What follows belongs to an exercise in optimizing a design on an open flow for small area, a short achievable clock period and few clock cycles per item; a production flow would make more cautious choices.
In this exercise RTL edits were held to simulation tests only and were not proved equivalent to the original.

==> design/flow/design.v <==
package systolic_pkg;
   typedef enum logic [1:0] {
      IDLE  = 2'd0,
      LOAD  = 2'd1,
      DRAIN = 2'd2,
      DONE  = 2'd3
   } state_e;
   function automatic integer clog2(input integer value);
      clog2 = $clog2(value);
   endfunction
   function automatic integer acc_width(input integer data_width, input integer size);
      acc_width = (2 * data_width) + $clog2(size);
   endfunction
endpackage
module systolic_pe_acc (
   input  logic [7:0]  a,
   input  logic [3:0]  one,
   input  logic [3:0]  two,
   input  logic [3:0]  neg,
   input  logic        first,
   input  logic [17:0] acc,
   input  logic [1:0]  cy,
   output logic [17:0] sum,
   output logic [1:0]  cy_out
);
   logic pp0_0, pp0_1, pp0_2, pp0_3, pp0_4, pp0_5, pp0_6, pp0_7, pp0_8, nc0, pp1_0, pp1_1, pp1_2, pp1_3, pp1_4, pp1_5, pp1_6, pp1_7, pp1_8, nc1, pp2_0, pp2_1, pp2_2, pp2_3, pp2_4, pp2_5, pp2_6, pp2_7, pp2_8, nc2, pp3_0, pp3_1, pp3_2, pp3_3, pp3_4, pp3_5, pp3_6, pp3_7, pp3_8, nc3, s1, c2, s3, c4, s5, c6, s7, c8, s9, c10, s11, c12, s13, c14, s15, c16, s17, c18, s19, c20, s21, c22, s23, c24, s25, c26, s27, c28, s29, c30, s31, c32, s33, c34, s35, c36, s37, c38, s39, c40, s41, c42, s43, c44, s45, c46, s47, c48, s49, c50, s51, c52, s53, c54, s55, c56, s57, c58, s59, c60, s61, c62, s63, c64, s65, c66;
   logic [17:0] acc_in;
   logic [1:0]  cy_in;
   assign acc_in = first ? 18'd175104 : acc;
   assign cy_in  = first ? 2'd0 : cy;
   assign pp0_0 = one[0] & a[0];
   assign pp0_1 = ((one[0] & a[1]) | (two[0] & a[0])) ^ neg[0];
   assign pp0_2 = ((one[0] & a[2]) | (two[0] & a[1])) ^ neg[0];
   assign pp0_3 = ((one[0] & a[3]) | (two[0] & a[2])) ^ neg[0];
   assign pp0_4 = ((one[0] & a[4]) | (two[0] & a[3])) ^ neg[0];
   assign pp0_5 = ((one[0] & a[5]) | (two[0] & a[4])) ^ neg[0];
   assign pp0_6 = ((one[0] & a[6]) | (two[0] & a[5])) ^ neg[0];
   assign pp0_7 = ((one[0] & a[7]) | (two[0] & a[6])) ^ neg[0];
   assign pp0_8 = ~(((one[0] & a[7]) | (two[0] & a[7])) ^ neg[0]);
   assign nc0 = neg[0] & ~pp0_0;
   assign pp1_0 = one[1] & a[0];
   assign pp1_1 = ((one[1] & a[1]) | (two[1] & a[0])) ^ neg[1];
   assign pp1_2 = ((one[1] & a[2]) | (two[1] & a[1])) ^ neg[1];
   assign pp1_3 = ((one[1] & a[3]) | (two[1] & a[2])) ^ neg[1];
   assign pp1_4 = ((one[1] & a[4]) | (two[1] & a[3])) ^ neg[1];
   assign pp1_5 = ((one[1] & a[5]) | (two[1] & a[4])) ^ neg[1];
   assign pp1_6 = ((one[1] & a[6]) | (two[1] & a[5])) ^ neg[1];
   assign pp1_7 = ((one[1] & a[7]) | (two[1] & a[6])) ^ neg[1];
   assign pp1_8 = ~(((one[1] & a[7]) | (two[1] & a[7])) ^ neg[1]);
   assign nc1 = neg[1] & ~pp1_0;
   assign pp2_0 = one[2] & a[0];
   assign pp2_1 = ((one[2] & a[1]) | (two[2] & a[0])) ^ neg[2];
   assign pp2_2 = ((one[2] & a[2]) | (two[2] & a[1])) ^ neg[2];
   assign pp2_3 = ((one[2] & a[3]) | (two[2] & a[2])) ^ neg[2];
   assign pp2_4 = ((one[2] & a[4]) | (two[2] & a[3])) ^ neg[2];
   assign pp2_5 = ((one[2] & a[5]) | (two[2] & a[4])) ^ neg[2];
   assign pp2_6 = ((one[2] & a[6]) | (two[2] & a[5])) ^ neg[2];
   assign pp2_7 = ((one[2] & a[7]) | (two[2] & a[6])) ^ neg[2];
   assign pp2_8 = ~(((one[2] & a[7]) | (two[2] & a[7])) ^ neg[2]);
   assign nc2 = neg[2] & ~pp2_0;
   assign pp3_0 = one[3] & a[0];
   assign pp3_1 = ((one[3] & a[1]) | (two[3] & a[0])) ^ neg[3];
   assign pp3_2 = ((one[3] & a[2]) | (two[3] & a[1])) ^ neg[3];
   assign pp3_3 = ((one[3] & a[3]) | (two[3] & a[2])) ^ neg[3];
   assign pp3_4 = ((one[3] & a[4]) | (two[3] & a[3])) ^ neg[3];
   assign pp3_5 = ((one[3] & a[5]) | (two[3] & a[4])) ^ neg[3];
   assign pp3_6 = ((one[3] & a[6]) | (two[3] & a[5])) ^ neg[3];
   assign pp3_7 = ((one[3] & a[7]) | (two[3] & a[6])) ^ neg[3];
   assign pp3_8 = ~(((one[3] & a[7]) | (two[3] & a[7])) ^ neg[3]);
   assign nc3 = neg[3] & ~pp3_0;
   assign s1 = acc_in[5] ^ pp0_5;
   assign c2 = acc_in[5] & pp0_5;
   assign s3 = acc_in[6] ^ pp0_6 ^ pp1_4;
   assign c4 = (acc_in[6] & pp0_6) | (acc_in[6] & pp1_4) | (pp0_6 & pp1_4);
   assign s5 = acc_in[7] ^ pp0_7 ^ pp1_5;
   assign c6 = (acc_in[7] & pp0_7) | (acc_in[7] & pp1_5) | (pp0_7 & pp1_5);
   assign s7 = pp2_3 ^ pp3_1;
   assign c8 = pp2_3 & pp3_1;
   assign s9 = acc_in[8] ^ cy_in[0] ^ pp0_8;
   assign c10 = (acc_in[8] & cy_in[0]) | (acc_in[8] & pp0_8) | (cy_in[0] & pp0_8);
   assign s11 = pp1_6 ^ pp2_4 ^ pp3_2;
   assign c12 = (pp1_6 & pp2_4) | (pp1_6 & pp3_2) | (pp2_4 & pp3_2);
   assign s13 = acc_in[9] ^ pp1_7 ^ pp2_5;
   assign c14 = (acc_in[9] & pp1_7) | (acc_in[9] & pp2_5) | (pp1_7 & pp2_5);
   assign s15 = acc_in[10] ^ pp1_8;
   assign c16 = acc_in[10] & pp1_8;
   assign s17 = acc_in[3] ^ pp0_3;
   assign c18 = acc_in[3] & pp0_3;
   assign s19 = acc_in[4] ^ pp0_4 ^ pp1_2;
   assign c20 = (acc_in[4] & pp0_4) | (acc_in[4] & pp1_2) | (pp0_4 & pp1_2);
   assign s21 = s1 ^ pp1_3 ^ pp2_1;
   assign c22 = (s1 & pp1_3) | (s1 & pp2_1) | (pp1_3 & pp2_1);
   assign s23 = c2 ^ s3 ^ pp2_2;
   assign c24 = (c2 & s3) | (c2 & pp2_2) | (s3 & pp2_2);
   assign s25 = c4 ^ s5 ^ s7;
   assign c26 = (c4 & s5) | (c4 & s7) | (s5 & s7);
   assign s27 = c6 ^ c8 ^ s9;
   assign c28 = (c6 & c8) | (c6 & s9) | (c8 & s9);
   assign s29 = c10 ^ c12 ^ s13;
   assign c30 = (c10 & c12) | (c10 & s13) | (c12 & s13);
   assign s31 = c14 ^ s15 ^ pp2_6;
   assign c32 = (c14 & s15) | (c14 & pp2_6) | (s15 & pp2_6);
   assign s33 = c16 ^ acc_in[11] ^ pp2_7;
   assign c34 = (c16 & acc_in[11]) | (c16 & pp2_7) | (acc_in[11] & pp2_7);
   assign s35 = acc_in[12] ^ pp2_8;
   assign c36 = acc_in[12] & pp2_8;
   assign s37 = acc_in[13] ^ cy_in[1];
   assign c38 = acc_in[13] & cy_in[1];
   assign s39 = acc_in[1] ^ pp0_1;
   assign c40 = acc_in[1] & pp0_1;
   assign s41 = acc_in[2] ^ pp0_2 ^ pp1_0;
   assign c42 = (acc_in[2] & pp0_2) | (acc_in[2] & pp1_0) | (pp0_2 & pp1_0);
   assign s43 = s17 ^ pp1_1 ^ nc1;
   assign c44 = (s17 & pp1_1) | (s17 & nc1) | (pp1_1 & nc1);
   assign s45 = c18 ^ s19 ^ pp2_0;
   assign c46 = (c18 & s19) | (c18 & pp2_0) | (s19 & pp2_0);
   assign s47 = c20 ^ s21 ^ nc2;
   assign c48 = (c20 & s21) | (c20 & nc2) | (s21 & nc2);
   assign s49 = c22 ^ s23 ^ pp3_0;
   assign c50 = (c22 & s23) | (c22 & pp3_0) | (s23 & pp3_0);
   assign s51 = c24 ^ s25 ^ nc3;
   assign c52 = (c24 & s25) | (c24 & nc3) | (s25 & nc3);
   assign s53 = c26 ^ s27 ^ s11;
   assign c54 = (c26 & s27) | (c26 & s11) | (s27 & s11);
   assign s55 = c28 ^ s29 ^ pp3_3;
   assign c56 = (c28 & s29) | (c28 & pp3_3) | (s29 & pp3_3);
   assign s57 = c30 ^ s31 ^ pp3_4;
   assign c58 = (c30 & s31) | (c30 & pp3_4) | (s31 & pp3_4);
   assign s59 = c32 ^ s33 ^ pp3_5;
   assign c60 = (c32 & s33) | (c32 & pp3_5) | (s33 & pp3_5);
   assign s61 = c34 ^ s35 ^ pp3_6;
   assign c62 = (c34 & s35) | (c34 & pp3_6) | (s35 & pp3_6);
   assign s63 = c36 ^ s37 ^ pp3_7;
   assign c64 = (c36 & s37) | (c36 & pp3_7) | (s37 & pp3_7);
   assign s65 = c38 ^ acc_in[14] ^ pp3_8;
   assign c66 = (c38 & acc_in[14]) | (c38 & pp3_8) | (acc_in[14] & pp3_8);
   assign {cy_out[0], sum[7:0]} = 9'({c50, c48, c46, c44, c42, c40, s39, acc_in[0]}) + 9'({s51, s49, s47, s45, s43, s41, nc0, pp0_0});
   assign {cy_out[1], sum[12:8]} = 6'({c60, c58, c56, c54, c52}) + 6'({s61, s59, s57, s55, s53});
   assign sum[17:13] = {acc_in[17], acc_in[16], c66, c64, c62} + {1'b0, 1'b0, acc_in[15], s65, s63};
endmodule
module systolic_mm_engine (
   input  logic         clk,
   input  logic         rst,
   input  logic         in_valid,
   output logic         in_ready,
   input  logic [31:0]  a_col,
   input  logic [31:0]  b_row,
   output logic         out_valid,
   input  logic         out_ready,
   output logic [287:0] c,
   output logic         busy
);
   logic [1:0]   kcnt_q;       
   logic         v1_q;         
   logic         first1_q;     
   logic         last1_q;      
   logic         ov_q;         
   logic [31:0]  a1_q;
   logic [287:0] acc_q;
   logic stall, accept, fire;
   assign stall    = v1_q & ov_q & ~out_ready;
   assign in_ready = ~stall;
   assign accept   = in_valid & ~stall;
   assign fire     = v1_q & ~stall;
   always_ff @(posedge clk or negedge rst) begin
      if (!rst) begin
         kcnt_q   <= 2'd0;
         v1_q     <= 1'b0;
         first1_q <= 1'b0;
         last1_q  <= 1'b0;
         ov_q     <= 1'b0;
      end else begin
         if (accept) kcnt_q <= kcnt_q + 2'd1;
         if (!stall) begin
            v1_q     <= accept;
            first1_q <= (kcnt_q == 2'd0);
            last1_q  <= (kcnt_q == 2'd3);
         end
         if (fire && last1_q) ov_q <= 1'b1;
         else if (out_ready)  ov_q <= 1'b0;
      end
   end
   logic [47:0] bd_s;     
   logic [47:0] bd1_q;
   for (genvar j = 0; j < 4; j++) begin : g_enc
      logic [8:0] bx;
      assign bx = {b_row[j*8 +: 8], 1'b0};
      for (genvar k = 0; k < 4; k++) begin : g_dig
         assign bd_s[(j*4+k)*3 + 2] = bx[2*k+2];
         assign bd_s[(j*4+k)*3 + 0] = bx[2*k+1] ^ bx[2*k];
         assign bd_s[(j*4+k)*3 + 1] = (bx[2*k+2] & ~bx[2*k+1] & ~bx[2*k]) |
                                      (~bx[2*k+2] & bx[2*k+1] & bx[2*k]);
      end
   end
   always_ff @(posedge clk) begin
      if (!stall) begin
         a1_q  <= a_col;
         bd1_q <= bd_s;
      end
   end
   logic [3:0] one_s [4];
   logic [3:0] two_s [4];
   logic [3:0] neg_s [4];
   for (genvar j = 0; j < 4; j++) begin : g_dig1
      for (genvar k = 0; k < 4; k++) begin : g_k
         assign one_s[j][k] = bd1_q[(j*4+k)*3 + 0];
         assign two_s[j][k] = bd1_q[(j*4+k)*3 + 1];
         assign neg_s[j][k] = bd1_q[(j*4+k)*3 + 2];
      end
   end
   for (genvar i = 0; i < 4; i++) begin : g_row
      for (genvar j = 0; j < 4; j++) begin : g_col
         localparam int IDX = (i*4 + j) * 18;
         logic [17:0] sum;
         logic [1:0]  cy_q, cy_out;
         systolic_pe_acc u_pe (
            .a      (a1_q[i*8 +: 8]),
            .one    (one_s[j]),
            .two    (two_s[j]),
            .neg    (neg_s[j]),
            .first  (first1_q),
            .acc    (acc_q[IDX +: 18]),
            .cy     (cy_q),
            .sum    (sum),
            .cy_out (cy_out)
         );
         always_ff @(posedge clk) begin
            if (fire) begin
               acc_q[IDX +: 18] <= sum;
               cy_q             <= cy_out;
            end
         end
         assign c[IDX +: 18] = acc_q[IDX +: 18] + {4'd0, cy_q[1], 4'd0, cy_q[0], 8'd0};
      end
   end
   assign out_valid = ov_q;
   assign busy      = v1_q | ov_q | (kcnt_q != 2'd0);
endmodule
module systolic_mm_top (
   input  logic         clk,
   input  logic         rst,
   input  logic         in_valid,
   output logic         in_ready,
   input  logic [31:0]  a_col,
   input  logic [31:0]  b_row,
   output logic         out_valid,
   input  logic         out_ready,
   output logic [287:0] c,
   output logic         busy
);
   systolic_mm_engine u_engine (
      .clk       (clk),
      .rst       (rst),
      .in_valid  (in_valid),
      .in_ready  (in_ready),
      .a_col     (a_col),
      .b_row     (b_row),
      .out_valid (out_valid),
      .out_ready (out_ready),
      .c         (c),
      .busy      (busy)
   );
endmodule
==> design/flow/flow/run.sh <==
#!/bin/bash
# Own layout flow: the standard ORFS flow, with the port buffers that
# placement inserts on every input and output made plain buf_2 cells instead
# of the delay buffers the standard choice picks. Every tool's output goes to
# a log file of its own here (ORFS's per-step logs stay under orfs/logs).
set -euo pipefail
export BUFFER_PORTS_ARGS="-buffer_cell sky130_fd_sc_hd__buf_2"
bash standard.sh synth > synth.log 2>&1
bash standard.sh > layout.log 2>&1
==> design/flow/standard.sh <==
#!/bin/bash
# synth_recipe.tcl (not shown) runs the flow's synth.tcl, then flattens the netlist and writes it again
# the make line also repeats each setting of config.mk as NAME=value (left out here)
make -C /OpenROAD-flow-scripts/flow DESIGN_CONFIG=/design/flow/config.mk WORK_HOME=/design/flow/orfs CLKGATE_MAP_FILE= SYNTH_SCRIPT=/design/flow/synth_recipe.tcl "${@:-finish}"
==> design/flow/config.mk <==
export PLATFORM = sky130hd
export DESIGN_NAME = systolic_mm_top
export DESIGN_NICKNAME = systolic_mm_top
export VERILOG_FILES = /design/flow/design.v
export SDC_FILE = /design/flow/constraint.sdc
export NUM_CORES = 4
export LEC_CHECK = 0
export CAP_MARGIN = 20
export CORE_MARGIN = 2
export CORE_UTILIZATION = 75
export SETUP_SLACK_MARGIN = 3.25
export SLEW_MARGIN = 20
==> design/flow/constraint.sdc <==
create_clock -name core_clock -period 7.0 [get_ports {clk}]
set_input_delay 1.4000 -clock core_clock [delete_from_list [all_inputs] [get_ports {clk}]]
set_output_delay 1.4000 -clock core_clock [all_outputs]
set_load 0.01 [all_outputs]
==> results_dict.tcl, run 1 <==
set metrics [dict create \
    synthDistinctLibCells 44 \
    synthToLayoutAreaGrowth_pct 17.2 \
    slowest_stage "dfrtp_4" \
    crit_buf_inv 2 \
    die_y_um 261 \
    finalSetupViolCount 0 \
    final_cells 6144 \
    crit_fanout 8 \
    hold_path_depth 2 \
    synthArstFlopShare 0.0148 \
    detail_route.wl_per_cell_um 24.9 \
    dpl.hpwl_mm 86.3 \
    ios 359 \
    final_cell_mix "inv_1, xnor2_1, fa_1" \
    yosys_warnings 7 \
    fin_crit_sh 0.557 \
    cts_max_path_buffers 3 \
    reg2reg_depth 11 \
    start_util 0.754 \
    arrival_ns 4.27 \
    rsz0062_at_grt "yes" \
    min_path_type "reg2reg" \
    clkTransAtPathRegs_ns 0.06 \
    io_buffer_count 358 \
    first_pass_iters 8 \
    hold_viol 0 \
    grt-ovfl-total 0 \
    vias 39600 \
    cts_tree "done" \
    clock_sinks 406 \
    tightest_slew_ns 0.947 \
    hold_buffers 0 \
    synth_area_per_cell_sq_um 10.0 \
    core-area_sq_um 65500 \
    antenna_found_initial 11 \
    crit_chain "buf_12 > buf_16 > nor2b_1 > fa_2 > fa_1 > fa_1 > ha_2 > fa_2 > a21o_1 > a21oi_2 > xnor2_1" \
    gp_congestion 0.895 \
    crit_required_ns 7.37 \
    period_needed_ns 3.90 \
    drcViolationCount 0 \
    grt_pass1_vias 38700 \
    netlist.area_leader.share 0.243 \
    viasPerCell 6.45 \
    regToRegSetupSlack_ns 3.10 \
    grt_max_degree 136 \
    fin_skew_ns 0.0201 \
    placed_cells 5815 \
    syn-instance-count 4924 \
    die_w_um 261 \
    netlist_area_sq_um 49400 \
    hold_path_end "u_engine.ov_q" \
    seq_area_frac_synth 0.246 \
    root_buffer "clkbuf_16" \
    wl_mm 153 \
    slew_headroom 0.369 \
    die_area_sq_um 67900 \
    clk_latency_ns 0.64 \
    nNetsFinal 6185 \
    critPathCaptureType "register" \
    setup_tns_ns 0 \
    cts-buffers-inserted 51 \
    h-tree-depth 2 \
    timing.rr.end "u_engine.acc_q[192]" \
    ys.flop_type "edfxtp_1" \
    critical_path_class "reg2reg" \
    fillCellCount 3082 \
    drtIter0Drc 5202 \
    ys_ff_latch 406 \
    start_kind "register" \
    final_antenna_net_count 0 \
    cp_top_family "adder cells" \
    grt_pass1_wl_mm 216 \
    cap_violations 0 \
    fmax_mhz 256 \
    seq_area_sq_um 12200 \
    syn_nets 5874 \
    synth-edff-count 400 \
    multi_input_area_sq_um 34400 \
    layout_commonest_cell "inv_1" \
    grt_usage 0.415 \
    ys_top_cells_by_area "edfxtp_1, fa_1, ha_1" \
    rows 94 \
    status "complete, no violations" \
    maxSlewViolCount 0 \
    critPathMaxStageDelay_ns 0.54 \
    reg2reg_from "u_engine.first1_q" \
    yosys.area.top_type "edfxtp_1" \
    min_from "u_engine.last1_q" \
    final_layout_size_suffix_gt1_frac 0.224 \
]
cells in the mapped netlist, types with 107 or more instances:
cell type  count
a21oi_1      107
edfxtp_1     400
nor2b_1      280
xnor2_1      446
ha_1         418
buf_4        133
buf_2        123
nand2_1      132
inv_1        692
xor2_1       399
clkbuf_1     167
a22oi_1      448
fa_1         464
metal layers:
layer,vias to the layer above,share of wire,track usage
met3,748,0.13,0.105
met5,-,0.00037,0
met1,19300,0.35,0.532
met2,2885,0.45,0.662
met4,8,0.072,0.204
li1,16700,-,-
sequential cells by signal, summed over array words and instances (netlist names):
signal and cells:
u_engine.first1_q 1, u_engine.g_row.g_col.cy_q 32, u_engine.bd1_q 48, u_engine.last1_q 1
u_engine.ov_q 1, u_engine.acc_q 288, u_engine.v1_q 1, u_engine.kcnt_q 2
u_engine.a1_q 32
tightest hold or removal path: stages (launching register included):
cell	delay [ns]
dfrtp_1	0.35
nand2_1	0.05
nand2_1	0.05
cells by family (layout without fill, tap and decap cells):
group / count (synthesis) / after routing / synth area share
other cells: 0 / 5 / 0
fa+ha+maj: 882 / 882 / 0.294
buf+inv: 1127 / 1478 / 0.0989
compound gates: 848 / 848 / 0.117
flops: 406 / 406 / 0.246
simple gates: 813 / 813 / 0.0934
mux: 3 / 3 / 0.000684
xor+xnor: 845 / 845 / 0.150
repair_timing:
action	in CTS	in global routing
setup buffers	118	76
gates cloned	24	13
endpoints found under the hold margin	0	0
setup endpoints to repair	159	102
gates resized for setup	277	336
pin swaps	66	172
worst max-delay path by stage:
stage                      start                            endpoint  depth (start not counted)
2_1_floorplan          out_ready                            in_ready                          1
3_3_place_gp   u_engine.a1_q[23]                 u_engine.acc_q[210]                         13
3_5_place_dp   u_engine.a1_q[23]                 u_engine.acc_q[210]                         13
4_1_cts        u_engine.first1_q  u_engine.g_row[2].g_col[0].cy_q[1]                         13
5_1_grt        u_engine.a1_q[22]  u_engine.g_row[2].g_col[3].cy_q[1]                         17
6_report       u_engine.first1_q                 u_engine.acc_q[192]                         11
area by class of cell:
type | instances | area share
Tap cell | 864 | 0.0187
Timing Repair Buffer | 693 | 0.104
Sequential cell | 406 | 0.210
Multi-Input combinational cell | 3391 | 0.594
Inverter | 692 | 0.0449
Clock inverter | 32 | 0.00476
Clock buffer | 61 | 0.0238
Antenna cell | 5 | 0.000216
through the flow:
stage          area [sq um]  worst slack [ns]   util  hold WS [ns]
5_1_grt               57900              2.98  0.883         0.504
6_report              57900              3.10  0.883         0.486
3_3_place_gp          50800              2.47  0.776         0.463
4_1_cts               55300              3.19  0.845         0.479
2_1_floorplan         49400              2.20      -         0.445
3_5_place_dp          50800              2.42  0.776         0.474
Testbench counts, summed over its fixed seeds: cycles 1,552, matrices 384.
==> run 2, diff against run 1 <==
--- a/design/flow/config.mk
+++ b/design/flow/config.mk
@@ -8,5 +8,5 @@
 export CAP_MARGIN = 20
 export CORE_MARGIN = 2
 export CORE_UTILIZATION = 75
-export SETUP_SLACK_MARGIN = 3.25
+export SETUP_SLACK_MARGIN = 2.75
 export SLEW_MARGIN = 20
==> run 2 against run 1 <==
Critical path type unchanged. First-iteration DRC count down 24%. Flip-flop and latch count unchanged. Final cell count fell by 2.1%. Utilization down 6.8 points. Worst hold slack got worse by 0.0058 ns.
==> results_dict.tcl, run 2 <==
set metrics [dict create \
    grt_max_degree 133 \
    regToRegSetupSlack_ns 2.76 \
    gp_congestion 0.906 \
    final_antenna_net_count 0 \
    crit_required_ns 7.37 \
    viasPerCell 6.08 \
    seq_area_frac_synth 0.246 \
    dpl.hpwl_mm 88.2 \
    syn_nets 5874 \
    ys.flop_type "edfxtp_1" \
    grt_pass1_vias 37200 \
    netlist_area_sq_um 49400 \
    final_cell_mix "inv_1, fa_1, a22oi_1" \
    final_layout_size_suffix_gt1_frac 0.132 \
    ys_top_cells_by_area "edfxtp_1, fa_1, ha_1" \
    root_buffer "clkbuf_16" \
    ys_ff_latch 406 \
    grt-ovfl-total 0 \
    regMostFlops "u_engine.acc_q" \
    start_util 0.754 \
    io_buffer_count 358 \
    synth-simple-area-share 0.0934 \
    final_cells 6013 \
    muxShareOfSynthArea 0.000684 \
    period_needed_ns 4.24 \
    netlist.area_leader.share 0.243 \
    clk_latency_ns 0.62 \
    synthToLayoutAreaGrowth_pct 8.15 \
    die_area_sq_um 67900 \
    core-area_sq_um 65500 \
    first_pass_iters 8 \
    seq_area_sq_um 12200 \
    syn-instance-count 4924 \
    maxSlewViolCount 0 \
    rows 94 \
    multi_input_area_sq_um 32400 \
    placed_cells 5811 \
    synth_fa_ha_area_frac 0.294 \
    ios 359 \
    drtIter0Drc 3934 \
    yosys_warnings 7 \
    synth-edff-count 400 \
    synth_top_family_by_area "adder cells" \
    reg_top3 "u_engine.acc_q (288), u_engine.bd1_q (48)" \
    h-tree-depth 2 \
    fmax_mhz 236 \
    largest_reg_flops 288 \
    hold_viol 0 \
    detail_route.wl_per_cell_um 21.5 \
    grt_pass1_wl_mm 200 \
    synth-xor-area-share 0.150 \
    rsz0062_at_grt "yes" \
    setup_tns_ns 0 \
    die_y_um 261 \
    synthArstFlopShare 0.0148 \
    clkTransAtPathRegs_ns 0.06 \
    die_w_um 261 \
    crit_fanout 29 \
    synth_compound_area_frac 0.117 \
    antenna_found_initial 3 \
    crit_chain "buf_6 > xor2_1 > fa_1 > fa_1 > inv_1 > fa_1 > inv_1 > ha_1 > fa_1 > a21o_1 > a21oi_1 > xnor2_1" \
    finalSetupViolCount 0 \
    synthDistinctLibCells 44 \
    critPathCaptureType "register" \
    cap_violations 0 \
    critPathMaxStageDelay_ns 0.67 \
    clock_sinks 406 \
    cts_max_path_buffers 3 \
    fin_crit_sh 0.605 \
    ys_top_cells_by_count "inv_1, fa_1, a22oi_1, xnor2_1, ha_1" \
    cts_tree "done" \
    cp_top_family "adder cells" \
    synth_most_common_cell "inv_1" \
    fin_skew_ns 0.0225 \
    critical_path_class "reg2reg" \
    wl_mm 129 \
    slew_headroom 0.376 \
    grt_usage 0.379 \
    cts-buffers-inserted 50 \
    crit_path_frequent_cell "fa_1" \
    status "complete, no violations" \
    arrival_ns 4.60 \
    crit_buf_inv 3 \
    tightest_slew_ns 0.935 \
    yosys.area.top_type "edfxtp_1" \
    layout_commonest_cell "inv_1" \
    nNetsFinal 6057 \
    min_path_type "reg2reg" \
    fillCellCount 4218 \
    synth_area_per_cell_sq_um 10.0 \
    start_kind "register" \
    drcViolationCount 0 \
    vias 36600 \
    slowest_stage "edfxtp_1" \
]
run 2: what timing repair did:
action / CTS / global route
resized for setup: 0 / 8
buffers inserted: 48 / 59
setup endpoints to repair: 47 / 41
hold buffers: 0 / 0
gates cloned: 0 / 1
run 2: logic make-up (layout without fill, tap and decap cells):
logic type | Yosys count | count (layout)
xor+xnor | 845 | 845
buf+inv | 1127 | 1351
compound gates | 848 | 848
fa+ha+maj | 882 | 882
flops | 406 | 406
mux | 3 | 3
simple gates | 813 | 813
other cells | 0 | 1
run 2: layout make-up:
type,instances,share of cell area
diodes,1,0.0000468
clock buffers,66,0.0261
clock inverters,27,0.00506
inverters,692,0.0486
multi-input cells,3391,0.606
flip-flops and latches,406,0.228
well taps,864,0.0202
repair buffers,566,0.0666
run 2: final timing paths:
path	start	endpoint	cells past startpoint
worst max-delay path	u_engine.bd1_q[26]	u_engine.acc_q[192]	12
worst min-delay path	u_engine.last1_q	u_engine.ov_q	2
worst max register to register	u_engine.bd1_q[26]	u_engine.acc_q[192]	12
worst min register to register	u_engine.last1_q	u_engine.ov_q	2
max in group asynchronous	rst	u_engine.first1_q	1
min in group asynchronous	rst	u_engine.v1_q	1
run 2: layer usage:
metal,track usage,share of wire
met1,0.506,0.39
met2,0.607,0.46
met3,0.0899,0.11
met4,0.139,0.038
met5,0,0.000085
run 2: worst register-to-register path, stage by stage, from the launching register on:
cell and delay [ns]:
edfxtp_1 0.67, buf_6 0.42, xor2_1 0.26, fa_1 0.49
fa_1 0.49, inv_1 0.05, fa_1 0.50, inv_1 0.04
ha_1 0.20, fa_1 0.42, a21o_1 0.18, a21oi_1 0.17
xnor2_1 0.07
run 2: through the flow:
step	util	cell area, sq um	hold WS, ns	setup slack [ns]
after global placement	0.775	50800	0.454	2.44
final	0.816	53400	0.480	2.76
after detailed placement	0.775	50800	0.470	2.37
after floorplan	-	49400	0.445	2.20
after global routing	0.816	53400	0.531	2.63
after CTS	0.807	52900	0.483	2.66
==> run 3, diff against run 2 <==
--- a/design/flow/config.mk
+++ b/design/flow/config.mk
@@ -7,6 +7,6 @@
 export LEC_CHECK = 0
 export CAP_MARGIN = 20
 export CORE_MARGIN = 2
-export CORE_UTILIZATION = 75
-export SETUP_SLACK_MARGIN = 2.75
+export CORE_UTILIZATION = 85
+export SETUP_SLACK_MARGIN = 3
 export SLEW_MARGIN = 20
==> run 3 against run 2 <==
Clock skew increased by 0.015 ns. Non-clock buffer count decreased by 10. Global-route usage increased by 11 points. Cell area increased by 1.2%. Wire length increased by 34%. Clock-buffer cell count decreased by 5.
==> results_dict.tcl, run 3 <==
set metrics [dict create \
    finalSetupViolCount 0 \
    start_util 0.858 \
    critical_path_class "reg2reg" \
    netlist_area_sq_um 49400 \
    reg_top3 "u_engine.acc_q (288), u_engine.bd1_q (48)" \
    rsz0062_at_grt "yes" \
    start_kind "register" \
    largest_reg_flops 288 \
    synth-edff-count 400 \
    vias 43300 \
    status "complete, no violations" \
    netlist.area_leader.share 0.243 \
    crit_fanout 40 \
    tightest_slew_ns 1.04 \
    drcViolationCount 0 \
    fin_skew_ns 0.0373 \
    final_antenna_net_count 0 \
    setup_tns_ns 0 \
    clk_latency_ns 0.66 \
    die_area_sq_um 60100 \
    hold_buffers 0 \
    synthArstFlopShare 0.0148 \
    arrival_ns 4.97 \
    cts_tree "done" \
    h-tree-depth 2 \
    slew_headroom 0.305 \
    clock_sinks 406 \
    placed_cells 5705 \
    yosys_warnings 7 \
    dpl.hpwl_mm 88.5 \
    rows 88 \
    fmax_mhz 218 \
    syn-instance-count 4924 \
    detail_route.wl_per_cell_um 29.3 \
    clkTransAtPathRegs_ns 0.07 \
    synthDistinctLibCells 44 \
    wl_mm 173 \
    io_buffer_count 358 \
    layout_commonest_cell "inv_1" \
    slowest_stage "fa_1" \
    grt_max_degree 156 \
    ys_top_cells_by_area "edfxtp_1, fa_1, ha_1" \
    crit_required_ns 7.38 \
    die_w_um 245 \
    final_layout_size_suffix_gt1_frac 0.144 \
    final_cell_mix "inv_1, fa_1, xnor2_1" \
    crit_path_frequent_cell "inv_1" \
    grt_usage 0.485 \
    critPathMaxStageDelay_ns 0.55 \
    seq_area_frac_synth 0.246 \
    maxSlewViolCount 0 \
    ys.flop_type "edfxtp_1" \
    min_path_type "reg2reg" \
    grt_pass1_wl_mm 225 \
    grt_pass1_vias 41800 \
    nNetsFinal 6045 \
    ys_ff_latch 406 \
    core-area_sq_um 57600 \
    die_y_um 245 \
    ys_top_cells_by_count "inv_1, fa_1, a22oi_1, xnor2_1, ha_1" \
    drtIter0Drc 8132 \
    first_pass_iters 15 \
    antenna_found_initial 23 \
    critPathCaptureType "register" \
    synth_area_per_cell_sq_um 10.0 \
    final_cells 5907 \
    syn_nets 5874 \
    period_needed_ns 4.59 \
    ios 359 \
    fin_crit_sh 0.656 \
    hold_viol 0 \
    gp_congestion 0.930 \
    viasPerCell 7.34 \
    regMostFlops "u_engine.acc_q" \
    grt-ovfl-total 0 \
    utilization 0.939 \
    synth_most_common_cell "inv_1" \
    synthToLayoutAreaGrowth_pct 9.46 \
    yosys.area.top_type "edfxtp_1" \
    cap_violations 0 \
    cts-buffers-inserted 48 \
    crit_chain "buf_12 > buf_16 > nor2b_1 > fa_1 > inv_1 > fa_1 > inv_1 > fa_1 > ha_1 > inv_1 > fa_2 > inv_1 > a21o_1 > a21oi_1 > xnor2_1" \
    cts_max_path_buffers 3 \
    root_buffer "clkbuf_16" \
]
[run 3: stage by stage]
step | cell area (sq um) | hold WS [ns] | worst slack, ns
after floorplan | 49400 | 0.445 | 2.20
after global placement | 50600 | 0.472 | 2.66
after detailed placement | 50600 | 0.466 | 2.49
after CTS | 52800 | 0.482 | 2.95
after global routing | 54000 | 0.515 | 2.41
final | 54100 | 0.474 | 2.41
[run 3: cell families (layout without fill, tap and decap cells)]
kind of cell | Yosys count | count (layout) | synth area share
adders and majority gates | 882 | 882 | 0.294
xor gates and xnor gates | 845 | 845 | 0.150
AOI/OAI and AO/OA | 848 | 848 | 0.117
DFF | 406 | 406 | 0.246
and+or+nand+nor | 813 | 813 | 0.0934
other | 0 | 14 | 0
muxes | 3 | 3 | 0.000684
buffers and inverters | 1127 | 1331 | 0.0989
[run 3: final timing paths]
path / from / depth (start not counted) / slack, ns / end
max: u_engine.first1_q / 15 / 2.41 / u_engine.acc_q[48]
min: u_engine.last1_q / 2 / 0.47 / u_engine.ov_q
max reg2reg: u_engine.first1_q / 15 / 2.41 / u_engine.acc_q[48]
min reg2reg: u_engine.last1_q / 2 / 0.47 / u_engine.ov_q
max in group asynchronous: rst / 1 / 6.26 / u_engine.first1_q
min in group asynchronous: rst / 1 / 0.57 / u_engine.ov_q
[run 3: layer usage]
metal,track usage,routed length (um),vias up
li1,-,-,16400
met1,0.581,50600,19900
met2,0.752,72400,5030
met3,0.143,30100,1998
met4,0.345,19900,27
met5,0,330,-
[run 3: layout make-up]
cell class | instances | area (sq um)
multi-input cells | 3391 | 32700
flip-flops and latches | 406 | 12200
repair buffers | 556 | 4040
fillers | 1814 | 3510
inverters | 692 | 2600
clock buffers | 61 | 1290
well taps | 765 | 957
clock inverters | 22 | 243
diodes | 14 | 35.0
[run 3: critical path: cells and delay by family (launching register included)]
family                   cells  cell delay, ns
AND/OR/NAND/NOR              1            0.51
adder cells (fa/ha/maj)      5            1.92
flip-flops                   1            0.49
buffers and inverters        6            0.76
XOR/XNOR                     1            0.11
AO/OA/AOI/OAI                2            0.51
[run 3: repair_timing]
action / in CTS / in global routing
gates resized for setup: 25 / 165
setup buffers: 60 / 30
setup endpoints to repair: 101 / 50
pin swaps: 2 / 31
cloned: 3 / 12
==> run 4, diff against run 3 <==
--- a/design/flow/config.mk
+++ b/design/flow/config.mk
@@ -7,6 +7,7 @@
 export LEC_CHECK = 0
 export CAP_MARGIN = 20
 export CORE_MARGIN = 2
-export CORE_UTILIZATION = 85
+export CORE_UTILIZATION = 75
 export SETUP_SLACK_MARGIN = 3
 export SLEW_MARGIN = 20
+export TNS_END_PERCENT = 30
==> run 4 against run 3 <==
Via count is 13% lower. Utilization is 12 points lower. Fmax increased by 14%. Critical path depth shrank 8. Critical path type is now reg2out.
==> results_dict.tcl, run 4 <==
set metrics [dict create \
    status "complete, no violations" \
    synth_most_common_cell "inv_1" \
    die_y_um 261 \
    ios 359 \
    fillCellCount 4018 \
    cap_violations 0 \
    maxSlewViolCount 0 \
    setup_tns_ns 0 \
    final_layout_size_suffix_gt1_frac 0.138 \
    fin_skew_ns 0.0199 \
    grt_max_degree 114 \
    clock_sinks 406 \
    hold_viol 0 \
    reg_top3 "u_engine.acc_q (288), u_engine.bd1_q (48)" \
    netlist.area_leader.share 0.243 \
    core-area_sq_um 65500 \
    nNetsFinal 6048 \
    viasPerCell 6.27 \
    ys.flop_type "edfxtp_1" \
    reg2reg_from "u_engine.a1_q[23]" \
    crit_fanout 3 \
    synth-edff-count 400 \
    cts_max_path_buffers 3 \
    min_from "u_engine.kcnt_q[0]" \
    largest_reg_flops 288 \
    seq_area_frac_synth 0.246 \
    synth_area_per_cell_sq_um 10.0 \
    synthArstFlopShare 0.0148 \
    ys_top_cells_by_count "inv_1, fa_1, a22oi_1, xnor2_1, ha_1" \
    slew_headroom 0.304 \
    clkTransAtPathRegs_ns 0.06 \
    h-tree-depth 2 \
    critPathCaptureType "output port" \
    die_area_sq_um 67900 \
    grt_pass1_wl_mm 208 \
    cts-buffers-inserted 50 \
    vias 37600 \
    startpoint "u_engine.g_row[3].g_col[3].cy_q[0]" \
    setup_slack_ns 2.97 \
    synthDistinctLibCells 44 \
    fmax_mhz 248 \
    critical_path_class "reg2out" \
    die_w_um 261 \
    fin_crit_sh 0.575 \
    min_path_type "reg2reg" \
    dpl.hpwl_mm 89.0 \
    start_kind "register" \
    arrival_ns 2.63 \
    period_needed_ns 4.03 \
    netlist_area_sq_um 49400 \
    final_cell_mix "inv_1, fa_1, xnor2_1" \
    io_buffer_count 358 \
    tightest_slew_ns 1.04 \
    rows 94 \
    crit_required_ns 5.60 \
    syn_nets 5874 \
    regMostFlops "u_engine.acc_q" \
    grt_usage 0.397 \
    ys_top_cells_by_area "edfxtp_1, fa_1, ha_1" \
    clk_latency_ns 0.63 \
    synthToLayoutAreaGrowth_pct 9.22 \
    ys_ff_latch 406 \
    dp_worst_setup_slack_ns 2.55 \
    finalSetupViolCount 0 \
    yosys_warnings 7 \
    drtIter0Drc 4343 \
    root_buffer "clkbuf_16" \
    final_antenna_net_count 0 \
    antenna_found_initial 9 \
    layout_commonest_cell "inv_1" \
    grt-ovfl-total 0 \
    gp_congestion 0.895 \
    drcViolationCount 0 \
    first_pass_iters 6 \
    grt_pass1_vias 37700 \
    detail_route.wl_per_cell_um 22.9 \
    rsz0062_at_grt "yes" \
    syn-instance-count 4924 \
    start_util 0.754 \
    wl_mm 137 \
    cts_tree "done" \
    yosys.area.top_type "edfxtp_1" \
]
[run 4: changes by cell type in the layout (fill, tap and decap cells not counted), moves of 4 or more]
cell,previous run,this run
fa_1,452,457
clkbuf_8,2,6
fa_2,12,7
diode_2,14,2
a21oi_2,35,26
buf_8,10,4
buf_4,114,138
a22oi_2,28,11
buf_6,37,26
a31oi_2,4,0
a22oi_1,420,437
a21oi_1,88,98
[run 4: per-stage QoR]
| stage | hold WS (ns) | utilization | cell area, sq um | instances |
|---|---|---|---|---|
| 6_report | 0.508 | 0.824 | 54000 | 6001 |
| 5_1_grt | 0.541 | 0.824 | 53900 | 5999 |
| 4_1_cts | 0.508 | 0.814 | 53300 | 5971 |
| 3_5_place_dp | 0.501 | 0.776 | 50800 | 5807 |
| 3_3_place_gp | 0.476 | 0.775 | 50800 | 5805 |
| 2_1_floorplan | 0.445 | - | 49400 | 4924 |
[run 4: per-layer routing]
| metal | GRT usage | wire length [um] |
|---|---|---|
| met1 | 0.531 | 51000 |
| met3 | 0.0890 | 17200 |
| met5 | 0 | 22 |
| met4 | 0.172 | 6000 |
| met2 | 0.626 | 63100 |
[run 4: final cells by class]
type,instances,area (sq um),area share
multi-input cells,3391,32600,0.603
clock buffers,64,1400,0.0259
well taps,864,1080,0.0200
inverters,692,2600,0.0481
clock inverters,25,293,0.00543
diodes,2,5.00,0.0000928
repair buffers,557,3860,0.0716
flip-flops and latches,406,12200,0.225
[run 4: kinds of logic (layout without fill, tap and decap cells)]
| family | count (synthesis) | after routing | synth area share |
|---|---|---|---|
| AOI/OAI and AO/OA | 848 | 848 | 0.117 |
| xor gates and xnor gates | 845 | 845 | 0.150 |
| adders and majority gates | 882 | 882 | 0.294 |
| buffers and inverters | 1127 | 1338 | 0.0989 |
| DFF | 406 | 406 | 0.246 |
| muxes | 3 | 3 | 0.000684 |
| other | 0 | 2 | 0 |
| and+or+nand+nor | 813 | 813 | 0.0934 |
[run 4: what timing repair did]
| action | in CTS | in global routing |
|---|---|---|
| pin swaps | 1 | 10 |
| endpoints found under the setup margin | 108 | 57 |
| resized for setup | 20 | 79 |
| hold buffers | 0 | 0 |
| cloned | 2 | 6 |
| buffers inserted | 73 | 22 |
[run 4: final timing paths]
path                       slack (ns)                                 end  cells after the start
hold / removal                   0.51                  u_engine.kcnt_q[0]                      1
setup / recovery                 2.97                              c[286]                      7
min in group asynchronous        0.59                       u_engine.v1_q                      1
hold reg to reg                  0.51                  u_engine.kcnt_q[0]                      1
max in group asynchronous        6.26                   u_engine.first1_q                      1
setup reg to reg                 3.03  u_engine.g_row[2].g_col[3].cy_q[1]                     15
[run 4: worst max-delay path: stages (launching register included)]
cell	delay, ns
edfxtp_1	0.44
ha_2	0.22
ha_1	0.22
and3_1	0.23
a31oi_4	0.21
nor2_1	0.10
xor2_2	0.36
buf_2	0.21
==> run 5, diff against run 4 <==
--- a/design/flow/config.mk
+++ b/design/flow/config.mk
@@ -10,4 +10,3 @@
 export CORE_UTILIZATION = 75
 export SETUP_SLACK_MARGIN = 3
 export SLEW_MARGIN = 20
-export TNS_END_PERCENT = 30
==> run 5 against run 4 <==
Global-route usage is 1.7 points lower. Clock-buffer cell count decreased by 3. Synthesized cell count unchanged. Register-to-register slack better by 0.03 ns. Worst hold slack worse by 0.027 ns. Clock skew decreased by 0.0040 ns. Cell area fell by 0.75%. Area after synthesis stayed put. Highest routed layer unchanged.
==> results_dict.tcl, run 5 <==
set metrics [dict create \
    die_area_sq_um 67900 \
    slew_headroom 0.355 \
    h-tree-depth 2 \
    die_y_um 261 \
    drcViolationCount 0 \
    layout_commonest_cell "inv_1" \
    clock_sinks 406 \
    critPathCaptureType "register" \
    synthToLayoutAreaGrowth_pct 8.40 \
    fin_crit_sh 0.563 \
    grt_pass1_vias 37000 \
    clkTransAtPathRegs_ns 0.06 \
    cts-buffers-inserted 51 \
    first_pass_iters 7 \
    ys.flop_type "edfxtp_1" \
    crit_fanout 18 \
    start_util 0.754 \
    critical_path_class "reg2reg" \
    seq_area_frac_synth 0.246 \
    rows 94 \
    ys_top_cells_by_area "edfxtp_1, fa_1, ha_1" \
    hold_viol 0 \
    crit_required_ns 7.36 \
    utilization 0.817 \
    ys_top_cells_by_count "inv_1, fa_1, a22oi_1, xnor2_1, ha_1" \
    netlist_area_sq_um 49400 \
    holdWs_ns 0.481 \
    yosys.area.top_type "edfxtp_1" \
    final_antenna_net_count 0 \
    maxSlewViolCount 0 \
    final_layout_size_suffix_gt1_frac 0.137 \
    fin_skew_ns 0.0159 \
    min_path_type "reg2reg" \
    grt_pass1_wl_mm 201 \
    fmax_mhz 254 \
    cts_max_path_buffers 3 \
    cap_violations 0 \
    yosys_warnings 7 \
    io_buffer_count 358 \
    wl_mm 129 \
    vias 36500 \
    synth_most_common_cell "inv_1" \
    grt-ovfl-total 0 \
    ys_ff_latch 406 \
    reg_top3 "u_engine.acc_q (288), u_engine.bd1_q (48)" \
    viasPerCell 6.11 \
    synth_area_per_cell_sq_um 10.0 \
    cts_tree "done" \
    core-area_sq_um 65500 \
    start_kind "register" \
    arrival_ns 4.31 \
    root_buffer "clkbuf_16" \
    status "complete, no violations" \
    critPathMaxStageDelay_ns 0.54 \
    tightest_slew_ns 0.967 \
    netlist.area_leader.share 0.243 \
    final_cell_mix "inv_1, fa_1, xnor2_1" \
    syn_nets 5874 \
    hold_buffers 0 \
    ios 359 \
    crit_chain "buf_12 > buf_4 > buf_8 > nor2b_1 > fa_1 > inv_1 > fa_1 > inv_1 > fa_1 > ha_1 > inv_1 > fa_1 > inv_1 > a21o_1 > a21oi_1 > xnor2_1" \
    drtIter0Drc 3546 \
    antenna_found_initial 6 \
    rsz0062_at_grt "yes" \
    setup_tns_ns 0 \
    detail_route.wl_per_cell_um 21.6 \
    clk_latency_ns 0.62 \
    grt_max_degree 136 \
    die_w_um 261 \
    largest_reg_flops 288 \
    slowest_stage "fa_1" \
    grt_usage 0.380 \
    nNetsFinal 6016 \
    synthArstFlopShare 0.0148 \
    synth-edff-count 400 \
    synthDistinctLibCells 44 \
    regMostFlops "u_engine.acc_q" \
    syn-instance-count 4924 \
    dpl.hpwl_mm 86.3 \
    finalSetupViolCount 0 \
    period_needed_ns 3.94 \
    gp_congestion 0.895 \
]
## run 5: path summary, 6_finish.rpt
kind	start	endpoint	slack, ns	depth (start not counted)
worst max-delay path	u_engine.first1_q	u_engine.acc_q[84]	3.06	16
worst min-delay path	u_engine.last1_q	u_engine.ov_q	0.48	2
worst max register to register	u_engine.first1_q	u_engine.acc_q[84]	3.06	16
worst min register to register	u_engine.last1_q	u_engine.ov_q	0.48	2
max in group asynchronous	rst	u_engine.first1_q	6.25	1
min in group asynchronous	rst	u_engine.ov_q	0.60	1
## run 5: cell type report
class                           count  area [sq um]
Tap cell                          864          1080
Antenna cell                        1          2.50
Multi-Input combinational cell   3391         32600
Inverter                          692          2600
Fill cell                        4102         12000
Sequential cell                   406         12200
Timing Repair Buffer              524          3430
Clock buffer                       61          1380
Clock inverter                     32           275
## run 5: metal layers
metal,wire (um),track usage,vias up
li1,-,-,16400
met1,49800,0.514,17900
met2,60300,0.613,1891
met3,13200,0.0665,334
met4,5630,0.154,6
met5,30,0,-
## run 5: kinds of logic (layout without fill, tap and decap cells)
logic type | count (synthesis) | count (layout) | synth area share
muxes | 3 | 3 | 0.000684
AOI/OAI and AO/OA | 848 | 848 | 0.117
DFF | 406 | 406 | 0.246
other | 0 | 1 | 0
adders and majority gates | 882 | 882 | 0.294
buffers and inverters | 1127 | 1309 | 0.0989
xor gates and xnor gates | 845 | 845 | 0.150
and+or+nand+nor | 813 | 813 | 0.0934
## run 5: metrics by stage
step	setup slack [ns]	cells	cell area (sq um)
after floorplan	2.20	4924	49400
after global placement	2.47	5815	50800
after detailed placement	2.42	5815	50800
after CTS	2.99	5963	53000
after global routing	2.89	5971	53500
final	3.06	5971	53500
## run 5: repair_timing
| item | 4_1_cts | 5_1_grt |
|---|---|---|
| setup buffers | 55 | 5 |
| setup endpoints to repair | 103 | 36 |
| resized for setup | 15 | 124 |
| pin swaps | 0 | 10 |
| gates cloned | 0 | 2 |
## run 5: worst max-delay path: cells and delay by family, from the launching register on
kind,cells,cell delay (ns)
fa+ha+maj,5,2.13
buf+inv,7,0.70
flops,1,0.46
compound gates,2,0.17
xor+xnor,1,0.12
simple gates,1,0.08
==> run 6, diff against run 5 <==
--- a/design/flow/config.mk
+++ b/design/flow/config.mk
@@ -7,6 +7,6 @@
 export LEC_CHECK = 0
 export CAP_MARGIN = 20
 export CORE_MARGIN = 2
-export CORE_UTILIZATION = 75
+export CORE_UTILIZATION = 80
 export SETUP_SLACK_MARGIN = 3
 export SLEW_MARGIN = 20
==> run 6 against run 5 <==
First-iteration DRC count increased by 38%. Global-route usage increased by 3.5 points. Critical path depth decreased by 1.
==> results_dict.tcl, run 6 <==
set metrics [dict create \
    arrival_ns 4.35 \
    syn_nets 5874 \
    synthDistinctLibCells 44 \
    grt_pass1_vias 38300 \
    synthArstFlopShare 0.0148 \
    syn-instance-count 4924 \
    cts_tree "done" \
    slew_headroom 0.322 \
    rows 91 \
    clk_latency_ns 0.63 \
    final_antenna_net_count 0 \
    cts_max_path_buffers 3 \
    ys_top_cells_by_area "edfxtp_1, fa_1, ha_1" \
    synth_area_per_cell_sq_um 10.0 \
    maxSlewViolCount 0 \
    fin_crit_sh 0.571 \
    core-area_sq_um 61400 \
    cap_violations 0 \
    grt_max_degree 159 \
    fin_skew_ns 0.0277 \
    wl_mm 136 \
    nNetsFinal 6029 \
    synth-edff-count 400 \
    detail_route.wl_per_cell_um 23.0 \
    tightest_slew_ns 1.02 \
    crit_fanout 25 \
    grt_pass1_wl_mm 207 \
    dpl.hpwl_mm 86.0 \
    die_w_um 252 \
    synth_most_common_cell "inv_1" \
    synthToLayoutAreaGrowth_pct 8.70 \
    antenna_found_initial 7 \
    ys.flop_type "edfxtp_1" \
    final_layout_size_suffix_gt1_frac 0.139 \
    hold_viol 0 \
    critPathCaptureType "register" \
    netlist.area_leader.share 0.243 \
    die_y_um 252 \
    yosys_warnings 7 \
    placed_cells 5729 \
    layout_commonest_cell "inv_1" \
    io_buffer_count 358 \
    rsz0062_at_grt "yes" \
    critical_path_class "reg2reg" \
    largest_reg_flops 288 \
    final_cells 5913 \
    start_kind "register" \
    setup_tns_ns 0 \
    start_util 0.805 \
    ys_top_cells_by_count "inv_1, fa_1, a22oi_1, xnor2_1, ha_1" \
    finalSetupViolCount 0 \
    regMostFlops "u_engine.acc_q" \
    grt-ovfl-total 0 \
    first_pass_iters 9 \
    period_needed_ns 4.00 \
    gp_congestion 0.915 \
    netlist_area_sq_um 49400 \
    root_buffer "clkbuf_16" \
    grt_usage 0.415 \
    status "complete, no violations" \
    drcViolationCount 0 \
    vias 38100 \
    yosys.area.top_type "edfxtp_1" \
    seq_area_frac_synth 0.246 \
    ys_ff_latch 406 \
    reg_top3 "u_engine.acc_q (288), u_engine.bd1_q (48)" \
    clock_sinks 406 \
    cts-buffers-inserted 50 \
    die_area_sq_um 63800 \
    ios 359 \
    drtIter0Drc 4894 \
    final_cell_mix "inv_1, fa_1, xnor2_1" \
    viasPerCell 6.44 \
    h-tree-depth 2 \
    fmax_mhz 250 \
    min_path_type "reg2reg" \
    crit_required_ns 7.35 \
    clkTransAtPathRegs_ns 0.06 \
]
-- run 6: routing by layer --
metal  global-route usage  vias up  wire, um
li1                     -    16400         -
met1                0.551    18500     48200
met2                0.649     2574     61600
met3               0.0876      578     17500
met4                0.215        6      8500
met5                    0        -        36
-- run 6: what timing repair did --
action	CTS	global route
pin swaps	0	6
setup endpoints to repair	106	39
cloned	1	6
buffers inserted	62	19
hold buffers	0	0
resized for setup	19	130
-- run 6: cells by family (layout without fill, tap and decap cells) --
group | Yosys count | in the layout | synth area share
other cells | 0 | 5 | 0
buf+inv | 1127 | 1321 | 0.0989
compound gates | 848 | 848 | 0.117
fa+ha+maj | 882 | 882 | 0.294
xor+xnor | 845 | 845 | 0.150
simple gates | 813 | 813 | 0.0934
flops | 406 | 406 | 0.246
mux | 3 | 3 | 0.000684
-- run 6: path summary, 6_finish.rpt --
check,start,to,slack [ns],depth (start not counted)
worst max-delay path,u_engine.bd1_q[3],u_engine.acc_q[12],3.00,15
worst min-delay path,u_engine.last1_q,u_engine.ov_q,0.48,2
worst max register to register,u_engine.bd1_q[3],u_engine.acc_q[12],3.00,15
worst min register to register,u_engine.last1_q,u_engine.ov_q,0.48,2
max in group asynchronous,rst,u_engine.first1_q,6.26,1
min in group asynchronous,rst,u_engine.first1_q,0.59,1
-- run 6: through the flow --
stage	instance area (sq um)	setup WS, ns	utilization	hold WS [ns]
2_1_floorplan	49400	2.20	-	0.445
3_3_place_gp	50600	2.58	0.825	0.457
3_5_place_dp	50600	2.47	0.825	0.466
4_1_cts	52900	2.96	0.862	0.482
5_1_grt	53700	2.90	0.875	0.521
6_report	53700	3.00	0.875	0.480
-- run 6: cell type report --
class / count / area (sq um)
antenna: 5 / 12.5
clock buffer: 60 / 1350
clock inverter: 31 / 275
fill: 3149 / 7670
inverter: 692 / 2600
multi-input combinational: 3391 / 32600
sequential: 406 / 12200
tap: 790 / 988
timing repair buffer: 538 / 3670
-- run 6: critical path: stages (launching register included) --
cell and delay, ns:
edfxtp_1 0.48, buf_6 0.29, a22oi_1 0.14, xnor2_1 0.17
fa_1 0.52, inv_1 0.08, fa_1 0.51, inv_1 0.06
fa_1 0.43, ha_1 0.24, inv_1 0.08, fa_1 0.21
inv_1 0.05, a21o_1 0.18, a21oi_2 0.18, xnor2_1 0.10
==> run 7, diff against run 6 <==
==> design/flow/flow/run.sh (replaced) <==
#!/bin/bash
# Own layout flow: the standard ORFS flow, with the port buffers that
# placement inserts on every input and output made plain buf_1 cells instead
# of the delay buffers the standard choice picks. Every tool's output goes to
# a log file of its own here (ORFS's per-step logs stay under orfs/logs).
set -euo pipefail
export BUFFER_PORTS_ARGS="-buffer_cell sky130_fd_sc_hd__buf_1"
bash standard.sh synth > synth.log 2>&1
bash standard.sh > layout.log 2>&1
--- a/design/flow/config.mk
+++ b/design/flow/config.mk
@@ -7,6 +7,8 @@
 export LEC_CHECK = 0
 export CAP_MARGIN = 20
 export CORE_MARGIN = 2
-export CORE_UTILIZATION = 80
+export CORE_UTILIZATION = 75
+export CTS_BUF_LIST = sky130_fd_sc_hd__clkbuf_8
+export CTS_CLUSTER_SIZE = 30
 export SETUP_SLACK_MARGIN = 3
 export SLEW_MARGIN = 20
==> run 7 against run 6 <==
Area after synthesis did not move. Critical path depth fell by 9. Die area rose by 6.6%. Clock-buffer cell count rose by 18. Utilization fell by 6.1 points. Fmax rose by 1.3%. Cell area fell by 0.75%. Largest cell class unchanged. Highest routed layer unchanged.
==> results_dict.tcl, run 7 <==
set metrics [dict create \
    grt-ovfl-total 0 \
    netlist.area_leader.share 0.243 \
    crit_buf_inv 1 \
    final_layout_size_suffix_gt1_frac 0.0773 \
    viasPerCell 6.16 \
    finalSetupViolCount 0 \
    clkTransAtPathRegs_ns 0.07 \
    synthDistinctLibCells 44 \
    start_util 0.754 \
    maxSlewViolCount 0 \
    layout_commonest_cell "inv_1" \
    ys.flop_type "edfxtp_1" \
    nNetsFinal 6081 \
    status "complete, no violations" \
    die_w_um 261 \
    first_pass_iters 8 \
    wl_mm 134 \
    crit_chain "ha_4 > ha_2 > and3_4 > a31oi_4 > xnor2_1 > buf_1" \
    ios 359 \
    crit_fanout 3 \
    clock_sinks 406 \
    clk_latency_ns 0.72 \
    start_kind "register" \
    syn-instance-count 4924 \
    rows 94 \
    ys_top_cells_by_area "edfxtp_1, fa_1, ha_1" \
    dp_worst_setup_slack_ns 2.53 \
    io_buffer_count 358 \
    holdWs_ns 0.471 \
    setup_tns_ns 0 \
    slowest_stage "xnor2_1" \
    regMostFlops "u_engine.acc_q" \
    syn_nets 5874 \
    synth-edff-count 400 \
    min_path_type "reg2reg" \
    tightest_slew_ns 0.827 \
    yosys_warnings 7 \
    vias 37300 \
    ys_ff_latch 406 \
    final_cell_mix "inv_1, fa_1, xnor2_1" \
    slew_headroom 0.449 \
    detail_route.wl_per_cell_um 22.1 \
    drtIter0Drc 3949 \
    dpl.hpwl_mm 87.9 \
    synthArstFlopShare 0.0148 \
    crit_required_ns 5.60 \
    die_y_um 261 \
    cts-buffers-inserted 77 \
    netlist_area_sq_um 49400 \
    period_needed_ns 3.95 \
    fin_crit_sh 0.564 \
    drcViolationCount 0 \
    h-tree-depth 3 \
    synthToLayoutAreaGrowth_pct 7.89 \
    grt_pass1_vias 37200 \
    arrival_ns 2.55 \
    fmax_mhz 253 \
    grt_pass1_wl_mm 203 \
    die_area_sq_um 67900 \
    grt_max_degree 131 \
    cts_max_path_buffers 3 \
    critPathMaxStageDelay_ns 0.50 \
    synth_area_per_cell_sq_um 10.0 \
    critical_path_class "reg2out" \
    rsz0062_at_grt "yes" \
    setup_slack_ns 3.05 \
    seq_area_frac_synth 0.246 \
    core-area_sq_um 65500 \
    fin_skew_ns 0.0550 \
    hold_viol 0 \
    ys_top_cells_by_count "inv_1, fa_1, a22oi_1, xnor2_1, ha_1" \
    largest_reg_flops 288 \
    critPathCaptureType "output port" \
    root_buffer "clkbuf_8" \
    gp_congestion 0.911 \
    antenna_found_initial 5 \
    synth_most_common_cell "inv_1" \
    grt_usage 0.387 \
    cp_top_family "XOR/XNOR gates" \
    final_antenna_net_count 0 \
    reg_top3 "u_engine.acc_q (288), u_engine.bd1_q (48)" \
    cap_violations 0 \
    cts_tree "done" \
    yosys.area.top_type "edfxtp_1" \
]
==> run 7: layer usage <==
metal | vias up | GRT usage | wire length, um | share of wire
met5 | - | 0 | 12 | 0.000090
met4 | 2 | 0.169 | 6870 | 0.051
met3 | 415 | 0.0696 | 14200 | 0.11
met1 | 18200 | 0.532 | 51400 | 0.38
met2 | 2167 | 0.606 | 61400 | 0.46
li1 | 16500 | - | - | -
==> run 7: final cells by class <==
class	instances	area [sq um]
Antenna cell	2	5.00
Clock buffer	78	1070
Clock inverter	56	287
Fill cell	4300	12200
Inverter	692	2600
Multi-Input combinational cell	3391	32600
Sequential cell	406	12200
Tap cell	864	1080
Timing Repair Buffer	563	3450
==> run 7: kinds of logic after synthesis <==
kind of cell,count (synthesis),synth area share
XOR/XNOR,845,0.150
buffers and inverters,1127,0.0989
flip-flops,406,0.246
AND/OR/NAND/NOR,813,0.0934
AO/OA/AOI/OAI,848,0.117
multiplexers,3,0.000684
adder cells (fa/ha/maj),882,0.294
==> run 7: worst reg2reg max path, cell delays in order (launching register included) <==
cell	delay, ns
edfxtp_1	0.42
buf_8	0.24
a22oi_1	0.30
xnor2_1	0.19
fa_1	0.47
fa_1	0.50
inv_1	0.05
fa_1	0.52
inv_1	0.07
ha_1	0.27
a21o_1	0.15
a21oi_1	0.23
nor2b_1	0.08
o21ai_1	0.15
nand2b_1	0.08
==> run 7: what timing repair did <==
action / in CTS / in global routing
hold buffers: 0 / 0
cloned: 2 / 6
setup endpoints to repair: 108 / 51
pin swaps: 3 / 7
resized for setup: 17 / 116
buffers inserted: 69 / 32
==> run 7: path summary, 6_finish.rpt <==
check	startpoint	endpoint	slack, ns	cells past startpoint
max	u_engine.g_row[3].g_col[3].cy_q[0]	c[284]	3.05	6
min	u_engine.last1_q	u_engine.ov_q	0.47	2
max reg2reg	u_engine.a1_q[23]	u_engine.g_row[2].g_col[3].cy_q[1]	3.06	14
min reg2reg	u_engine.last1_q	u_engine.ov_q	0.47	2
max in group asynchronous	rst	u_engine.first1_q	6.18	1
min in group asynchronous	rst	u_engine.kcnt_q[0]	0.56	1
==> run 7: stage by stage <==
step                      std cells   util  instance area [sq um]
final                          6052  0.814                  53300
after global routing           6051  0.814                  53300
after CTS                      6012  0.800                  52400
after detailed placement       5807  0.768                  50300
after global placement         5807  0.768                  50300
after floorplan                4924      -                  49400

==> separate check: timing with driven ports <==
The results above use ideal ports. As a check the final layouts listed here were re-extracted and re-timed, cells and wires unchanged. Step 1: set_driving_cell puts a clkbuf_16 on clk and a buf_2 on each other input, an assumption about the parent block. Step 2, shift: input delay + t, output delay - t, t = (earliest + latest rising clock arrival at the registers) / 2. This alone moves slack from input paths to output paths. Three values: ideal, step 1, step 2; two values: the first two.
| run | shift t [ns] | setup slack, ns | worst setup path after step 2 |
|---|---|---|---|
| run 1 | 0.695 | 3.099 / 3.053 / 3.099 | register to register |
| run 2 | 0.682 | 2.764 / 2.764 / 2.764 | register to register |
| run 3 | 0.705 | 2.407 / 2.407 / 2.407 | register to register |
| run 4 | 0.685 | 2.973 / 2.904 / 3.031 | register to register |
| run 5 | 0.680 | 3.056 / 3.016 / 3.056 | register to register |
| run 6 | 0.681 | 3.001 / 2.978 / 3.001 | register to register |
| run 7 | 0.764 | 3.053 / 2.986 / 3.059 | register to register |
After both steps setup and hold are still met in every run listed.
